Source: an optimization exercise on an open RTL-to-GDS flow (aim: small area, a short achievable clock period and few clock cycles per item). Production flows keep margins and buffers that such runs may drop. Where RTL was checked, it was by simulation tests only, not by an equivalence proof against the original.

==> run a <==
Design slip_skid_ball_filter, start of the top module:
module slip_skid_ball_filter (
    input  logic        clk,
    input  logic        rst_n,
    input  logic        in_valid,
    output logic        in_ready,
    input  logic signed [15:0] lateral_accel,
    input  logic signed [15:0] vertical_accel,
    output logic        out_valid,
    input  logic        out_ready,
    output logic signed [23:0] ball_position,
    output logic [5:0]  sign_code,
    output logic [15:0] magnitude_hundredths,
    input  logic        cfg_wr_en,
    input  logic [15:0] cfg_wr_data
);
==> module slip_skid_ball_filter, before the edit <==
module slip_skid_ball_filter (
    input  logic        clk,
    input  logic        rst_n,
    input  logic        in_valid,
    output logic        in_ready,
    input  logic signed [15:0] lateral_accel,
    input  logic signed [15:0] vertical_accel,
    output logic        out_valid,
    input  logic        out_ready,
    output logic signed [23:0] ball_position,
    output logic [5:0]  sign_code,
    output logic [15:0] magnitude_hundredths,
    input  logic        cfg_wr_en,
    input  logic [15:0] cfg_wr_data
);
    logic                          d_busy;
    logic [4:0]                    d_cnt;       
    logic                          b_mul;       
    logic                          b_mag;       
    logic [3:0]                    b_cnt;
    logic                          out_valid_reg;
    logic [15:0]        weight_reg;
    logic signed [23:0] smooth_reg;
    logic               d_neg;
    logic [15:0]        d_vload;       
    logic [15:0]        d_rem;         
    logic [22:0]        d_low;         
    logic               b_neg;         
    logic [22:0]        b_qx;
    logic               b_bit;         
    logic signed [24:0] b_acc;
    logic               lat_s;
    logic [15:0]        lat_x;
    logic [18:0]        lat_mag10;
    logic [15:0]        vload_in;
    logic d_last, b_free, b_mul_last, b_mag_last, handoff, commit;
    logic [15:0]        st_trial, st_rem;
    logic               st_q;
    logic signed [24:0] op;
    logic signed [25:0] acc_sum;
    logic signed [24:0] acc_next;
    logic               next_bit;
    assign d_last     = d_busy && (d_cnt == 5'd23);
    assign b_mul_last = b_mul && (b_cnt == 4'(ssb_pkg::MUL_STEPS - 1));
    assign b_mag_last = b_mag && (b_cnt == 4'(ssb_pkg::MAG_STEPS - 1));
    assign b_free     = !(b_mul || b_mag) && !out_valid_reg;
    assign handoff    = d_last && b_free;
    assign commit     = b_mul_last && !out_valid_reg;
    assign in_ready   = !d_busy || handoff;
    always_comb
    begin
        lat_s     = lateral_accel[15];
        lat_x     = lateral_accel ^ {16{lat_s}};
        lat_mag10 = {d_low[15:0], 3'b000} + {2'b00, d_low[15:0], 1'b0}
                  + {15'd0, d_neg, 1'b0, d_neg, 1'b0};
        vload_in  = (vertical_accel <= -16'sd4096) ? vertical_accel : 16'hF000;
    end
    always_comb
    begin
        st_trial = {d_rem[14:0], d_low[22]};
        st_rem   = st_trial + (d_vload ^ {16{d_rem[15]}}) + {15'd0, d_rem[15]};
        st_q     = ~st_rem[15];
    end
    always_comb
    begin
        if (b_bit)
            op = {{2{b_neg & b_mul}}, b_qx ^ {23{b_neg}}};
        else if (b_mul)
            op = {smooth_reg[23], smooth_reg};
        else
            op = '0;
        acc_sum  = {b_acc[24], b_acc} + {op[24], op} + {25'd0, b_bit & b_neg};
        acc_next = acc_sum[25:1];
        if (b_mul)
            next_bit = weight_reg[b_cnt + 4'd1];
        else
            next_bit = ssb_pkg::MAG_MULT[b_cnt + 4'd1];
    end
    always_ff @(posedge clk or negedge rst_n)
    begin
        if (!rst_n)
        begin
            d_busy        <= 1'b0;
            d_cnt         <= '0;
            b_mul         <= 1'b0;
            b_mag         <= 1'b0;
            b_cnt         <= '0;
            out_valid_reg <= 1'b0;
            weight_reg    <= ssb_pkg::WEIGHT_RESET;
            smooth_reg    <= '0;
        end
        else
        begin
            if (in_ready)
            begin
                d_busy <= in_valid;
                d_cnt  <= '0;
            end
            else if (!d_last)
                d_cnt <= d_cnt + 1'b1;
            if (handoff)
            begin
                b_mul <= 1'b1;
                b_mag <= 1'b0;
                b_cnt <= '0;
            end
            else if (commit)
            begin
                b_mul <= 1'b0;
                b_mag <= 1'b1;
                b_cnt <= '0;
            end
            else if (b_mag_last)
                b_mag <= 1'b0;
            else if ((b_mul && !b_mul_last) || b_mag)
                b_cnt <= b_cnt + 1'b1;
            if (commit)
                smooth_reg <= acc_next[23:0];
            if (b_mag_last)
                out_valid_reg <= 1'b1;
            else if (out_ready)
                out_valid_reg <= 1'b0;
            if (cfg_wr_en)
                weight_reg <= cfg_wr_data;
        end
    end
    always_ff @(posedge clk)
    begin
        if (in_ready)
        begin
            d_neg   <= lat_s;
            d_vload <= vload_in;
            d_low   <= {7'd0, lat_x};
        end
        else if (d_busy && d_cnt == 5'd0)
        begin
            d_rem   <= {4'd0, lat_mag10[18:7]};
            d_low   <= {lat_mag10[6:0], 16'd0};
        end
        else if (d_busy && !(d_last && !handoff))
        begin
            d_rem <= st_rem;
            d_low <= {d_low[21:0], st_q};
        end
        if (handoff)
        begin
            b_neg <= d_neg;
            b_qx  <= {d_low[21:0], st_q};
            b_bit <= weight_reg[0];
            b_acc <= {smooth_reg[23], smooth_reg} + 25'sd32768;
        end
        else if (commit)
        begin
            b_neg <= acc_next[23];
            b_qx  <= acc_next[22:0];
            b_bit <= ssb_pkg::MAG_MULT[0];
            b_acc <= '0;
        end
        else if ((b_mul && !b_mul_last) || b_mag)
        begin
            b_bit <= next_bit;
            b_acc <= acc_next;
        end
    end
    assign out_valid            = out_valid_reg;
    assign ball_position        = smooth_reg;
    assign sign_code            = smooth_reg[23] ? 6'd45 : 6'd43;
    assign magnitude_hundredths = {2'b00, b_acc[22:9]};
endmodule
export LEC_CHECK = 0
export CAP_MARGIN = 20
export CORE_MARGIN = 2
export CORE_UTILIZATION = 40
export SLEW_MARGIN = 20
create_clock -name core_clock -period 8.0 [get_ports {clk}]
run.sh (not shown) runs the stock make flow with config.mk's settings and CLKGATE_MAP_FILE= SYNTH_SCRIPT=/design/flow/synth_recipe.tcl, a recipe that flattens the netlist after the stock synthesis.
==> inputs of run b, as changes to run a <==
--- a/flow/design.v
+++ b/flow/design.v
@@ -1,4 +1,2 @@
 package ssb_pkg;
-    localparam int DIV_STEPS = 23;
-    localparam int DIV_CNT_W = $clog2(DIV_STEPS);
     localparam int MUL_STEPS = 16;
@@ -23,8 +21,10 @@
 );
-    logic                          d_busy;
-    logic [4:0]                    d_cnt;       
-    logic                          b_mul;       
-    logic                          b_mag;       
-    logic [3:0]                    b_cnt;
-    logic                          out_valid_reg;
+    logic        rdy_reg;                   
+    logic        d_busy, d_busy_n;
+    logic [4:0]  d_cnt, d_cnt_n;            
+    logic        b_mul, b_mul_n;            
+    logic        b_mag, b_mag_n;            
+    logic [3:0]  b_cnt, b_cnt_n;
+    logic        out_valid_reg, out_valid_n;
+    logic        rdy_n;
     logic [15:0]        weight_reg;
@@ -43,3 +43,3 @@
     logic [15:0]        vload_in;
-    logic d_last, b_free, b_mul_last, b_mag_last, handoff, commit;
+    logic d_last, b_mul_last, b_mag_last, handoff, commit;
     logic [15:0]        st_trial, st_rem;
@@ -53,6 +53,5 @@
     assign b_mag_last = b_mag && (b_cnt == 4'(ssb_pkg::MAG_STEPS - 1));
-    assign b_free     = !(b_mul || b_mag) && !out_valid_reg;
-    assign handoff    = d_last && b_free;
+    assign handoff    = d_busy && rdy_reg;
     assign commit     = b_mul_last && !out_valid_reg;
-    assign in_ready   = !d_busy || handoff;
+    assign in_ready   = rdy_reg;
     always_comb
@@ -86,2 +85,41 @@
     end
+    always_comb
+    begin
+        d_busy_n = d_busy;
+        d_cnt_n  = d_cnt;
+        if (rdy_reg)
+        begin
+            d_busy_n = in_valid;
+            d_cnt_n  = '0;
+        end
+        else if (!d_last)
+            d_cnt_n = d_cnt + 1'b1;
+        b_mul_n = b_mul;
+        b_mag_n = b_mag;
+        b_cnt_n = b_cnt;
+        if (handoff)
+        begin
+            b_mul_n = 1'b1;
+            b_mag_n = 1'b0;
+            b_cnt_n = '0;
+        end
+        else if (commit)
+        begin
+            b_mul_n = 1'b0;
+            b_mag_n = 1'b1;
+            b_cnt_n = '0;
+        end
+        else if (b_mag_last)
+            b_mag_n = 1'b0;
+        else if ((b_mul && !b_mul_last) || b_mag)
+            b_cnt_n = b_cnt + 1'b1;
+        if (b_mag_last)
+            out_valid_n = 1'b1;
+        else if (out_ready)
+            out_valid_n = 1'b0;
+        else
+            out_valid_n = out_valid_reg;
+        rdy_n = !d_busy_n
+             || (d_cnt_n == 5'd23 && !b_mul_n && !b_mag_n && !out_valid_n);
+    end
     always_ff @(posedge clk or negedge rst_n)
@@ -90,2 +128,3 @@
         begin
+            rdy_reg       <= 1'b1;
             d_busy        <= 1'b0;
@@ -101,31 +140,11 @@
         begin
-            if (in_ready)
-            begin
-                d_busy <= in_valid;
-                d_cnt  <= '0;
-            end
-            else if (!d_last)
-                d_cnt <= d_cnt + 1'b1;
-            if (handoff)
-            begin
-                b_mul <= 1'b1;
-                b_mag <= 1'b0;
-                b_cnt <= '0;
-            end
-            else if (commit)
-            begin
-                b_mul <= 1'b0;
-                b_mag <= 1'b1;
-                b_cnt <= '0;
-            end
-            else if (b_mag_last)
-                b_mag <= 1'b0;
-            else if ((b_mul && !b_mul_last) || b_mag)
-                b_cnt <= b_cnt + 1'b1;
+            rdy_reg       <= rdy_n;
+            d_busy        <= d_busy_n;
+            d_cnt         <= d_cnt_n;
+            b_mul         <= b_mul_n;
+            b_mag         <= b_mag_n;
+            b_cnt         <= b_cnt_n;
+            out_valid_reg <= out_valid_n;
             if (commit)
                 smooth_reg <= acc_next[23:0];
-            if (b_mag_last)
-                out_valid_reg <= 1'b1;
-            else if (out_ready)
-                out_valid_reg <= 1'b0;
             if (cfg_wr_en)
@@ -136,3 +155,3 @@
     begin
-        if (in_ready)
+        if (rdy_reg)
         begin
@@ -142,3 +161,3 @@
         end
-        else if (d_busy && d_cnt == 5'd0)
+        else if (d_cnt == 5'd0)
         begin
@@ -147,3 +166,3 @@
         end
-        else if (d_busy && !(d_last && !handoff))
+        else if (!d_last)
         begin
- SETUP_SLACK_MARGIN: unset -> 4.5
==> inputs of run c, as changes to run a <==
--- a/flow/design.v
+++ b/flow/design.v
@@ -1,4 +1,2 @@
 package ssb_pkg;
-    localparam int DIV_STEPS = 23;
-    localparam int DIV_CNT_W = $clog2(DIV_STEPS);
     localparam int MUL_STEPS = 16;
@@ -23,8 +21,10 @@
 );
-    logic                          d_busy;
-    logic [4:0]                    d_cnt;       
-    logic                          b_mul;       
-    logic                          b_mag;       
-    logic [3:0]                    b_cnt;
-    logic                          out_valid_reg;
+    logic        rdy_reg;                   
+    logic        d_busy, d_busy_n;
+    logic [4:0]  d_cnt, d_cnt_n;            
+    logic        b_mul, b_mul_n;            
+    logic        b_mag, b_mag_n;            
+    logic [3:0]  b_cnt, b_cnt_n;
+    logic        out_valid_reg, out_valid_n;
+    logic        rdy_n;
     logic [15:0]        weight_reg;
@@ -43,3 +43,3 @@
     logic [15:0]        vload_in;
-    logic d_last, b_free, b_mul_last, b_mag_last, handoff, commit;
+    logic d_last, b_mul_last, b_mag_last, handoff, commit;
     logic [15:0]        st_trial, st_rem;
@@ -53,6 +53,5 @@
     assign b_mag_last = b_mag && (b_cnt == 4'(ssb_pkg::MAG_STEPS - 1));
-    assign b_free     = !(b_mul || b_mag) && !out_valid_reg;
-    assign handoff    = d_last && b_free;
+    assign handoff    = d_busy && rdy_reg;
     assign commit     = b_mul_last && !out_valid_reg;
-    assign in_ready   = !d_busy || handoff;
+    assign in_ready   = rdy_reg;
     always_comb
@@ -86,2 +85,41 @@
     end
+    always_comb
+    begin
+        d_busy_n = d_busy;
+        d_cnt_n  = d_cnt;
+        if (rdy_reg)
+        begin
+            d_busy_n = in_valid;
+            d_cnt_n  = '0;
+        end
+        else if (!d_last)
+            d_cnt_n = d_cnt + 1'b1;
+        b_mul_n = b_mul;
+        b_mag_n = b_mag;
+        b_cnt_n = b_cnt;
+        if (handoff)
+        begin
+            b_mul_n = 1'b1;
+            b_mag_n = 1'b0;
+            b_cnt_n = '0;
+        end
+        else if (commit)
+        begin
+            b_mul_n = 1'b0;
+            b_mag_n = 1'b1;
+            b_cnt_n = '0;
+        end
+        else if (b_mag_last)
+            b_mag_n = 1'b0;
+        else if ((b_mul && !b_mul_last) || b_mag)
+            b_cnt_n = b_cnt + 1'b1;
+        if (b_mag_last)
+            out_valid_n = 1'b1;
+        else if (out_ready)
+            out_valid_n = 1'b0;
+        else
+            out_valid_n = out_valid_reg;
+        rdy_n = !d_busy_n
+             || (d_cnt_n == 5'd23 && !b_mul_n && !b_mag_n && !out_valid_n);
+    end
     always_ff @(posedge clk or negedge rst_n)
@@ -90,2 +128,3 @@
         begin
+            rdy_reg       <= 1'b1;
             d_busy        <= 1'b0;
@@ -101,31 +140,11 @@
         begin
-            if (in_ready)
-            begin
-                d_busy <= in_valid;
-                d_cnt  <= '0;
-            end
-            else if (!d_last)
-                d_cnt <= d_cnt + 1'b1;
-            if (handoff)
-            begin
-                b_mul <= 1'b1;
-                b_mag <= 1'b0;
-                b_cnt <= '0;
-            end
-            else if (commit)
-            begin
-                b_mul <= 1'b0;
-                b_mag <= 1'b1;
-                b_cnt <= '0;
-            end
-            else if (b_mag_last)
-                b_mag <= 1'b0;
-            else if ((b_mul && !b_mul_last) || b_mag)
-                b_cnt <= b_cnt + 1'b1;
+            rdy_reg       <= rdy_n;
+            d_busy        <= d_busy_n;
+            d_cnt         <= d_cnt_n;
+            b_mul         <= b_mul_n;
+            b_mag         <= b_mag_n;
+            b_cnt         <= b_cnt_n;
+            out_valid_reg <= out_valid_n;
             if (commit)
                 smooth_reg <= acc_next[23:0];
-            if (b_mag_last)
-                out_valid_reg <= 1'b1;
-            else if (out_ready)
-                out_valid_reg <= 1'b0;
             if (cfg_wr_en)
@@ -136,3 +155,3 @@
     begin
-        if (in_ready)
+        if (rdy_reg)
         begin
@@ -142,3 +161,3 @@
         end
-        else if (d_busy && d_cnt == 5'd0)
+        else if (d_cnt == 5'd0)
         begin
@@ -147,3 +166,3 @@
         end
-        else if (d_busy && !(d_last && !handoff))
+        else if (!d_last)
         begin
- CTS_BUF_LIST: unset -> sky130_fd_sc_hd__clkbuf_4 sky130_fd_sc_hd__clkbuf_8
==> comparison table <==
metric	run b	run a	run c
Status	timing/DRC/antenna clean	timing/DRC/antenna clean	timing/DRC/antenna clean
Reg-to-reg startpoint	b_bit$_DFFE_PP_	b_mul$_DFFE_PN0P_	b_neg$_DFFE_PP_
Syn Area/Cell	9.54 sq um	9.91 sq um	9.54 sq um
Number of cells upsized or downsized after cts	13	0	0
Clock transition at path regs	60 ps	70 ps	100 ps
Total area of multi-input combinational cells	6120 sq um	5700 sq um	6030 sq um
Clock latency (worst-skew pair)	440 ps	430 ps	470 ps
Area share of fa/ha/maj cells after synthesis	9.00%	9.32%	9.00%
Routed vias	8766	8071	8711
Proportion of register bits with asynchronous set or reset after synthesis	33.8%	33.3%	33.8%
R2r endpoint	b_acc[19]$_DFFE_PP_	b_neg$_DFFE_PP_	b_acc[19]$_DFFE_PP_
Synth Area in XOR/XNOR	7.92%	9.19%	7.92%
Routed wire length	28.0 mm	26.1 mm	27.3 mm
Number of global-route vias before repair	8505	7909	8451
Area of the core	27000 sq um	26000 sq um	27000 sq um
Simple-gate area share of the yosys netlist	15.3%	13.3%	15.3%
Die area	28700 sq um	27800 sq um	28700 sq um
Testbench counts of run b, summed over its fixed seeds: cycles 115,752, items 4,800.
Testbench counts of run c, summed over its fixed seeds: cycles 115,752, items 4,800.
Only the layout flow was run in run a; the RTL was not checked for function there.

-- separate check: timing with driven ports --
Ports are ideal in the flow. The routed layouts listed here were re-timed in OpenROAD. Step 1: set_driving_cell puts a clkbuf_16 on clk and a buf_2 on each other input, an assumption about the parent block. Step 2, shift: input delay + t, output delay - t, t = (earliest + latest rising clock arrival at the registers) / 2. This alone moves slack from input paths to output paths. Three values: no drivers, after step 1, after step 2; two values: the first two.
run | t, ns | setup WS [ns] | hold WS [ns] | worst register clock-pin slew, ns | worst data-port slew with drivers (ns)
run a | 0.472 | 2.955 / 2.907 / 3.379 | 0.491 / 0.491 / 0.491 | 0.07 / 0.07 | 0.08
run b | 0.478 | 4.611 / 4.562 / 4.527 | 0.487 / 0.487 / 0.487 | 0.07 / 0.07 | 0.05
run c | 0.501 | 3.924 / 3.924 / 3.924 | 0.489 / 0.489 / 0.489 | 0.10 / 0.10 | 0.05
After both steps setup and hold are still met in every run listed. The setup slack of run b, which loses most, moves by -0.049 ns with the drivers and by -0.084 ns with both steps.
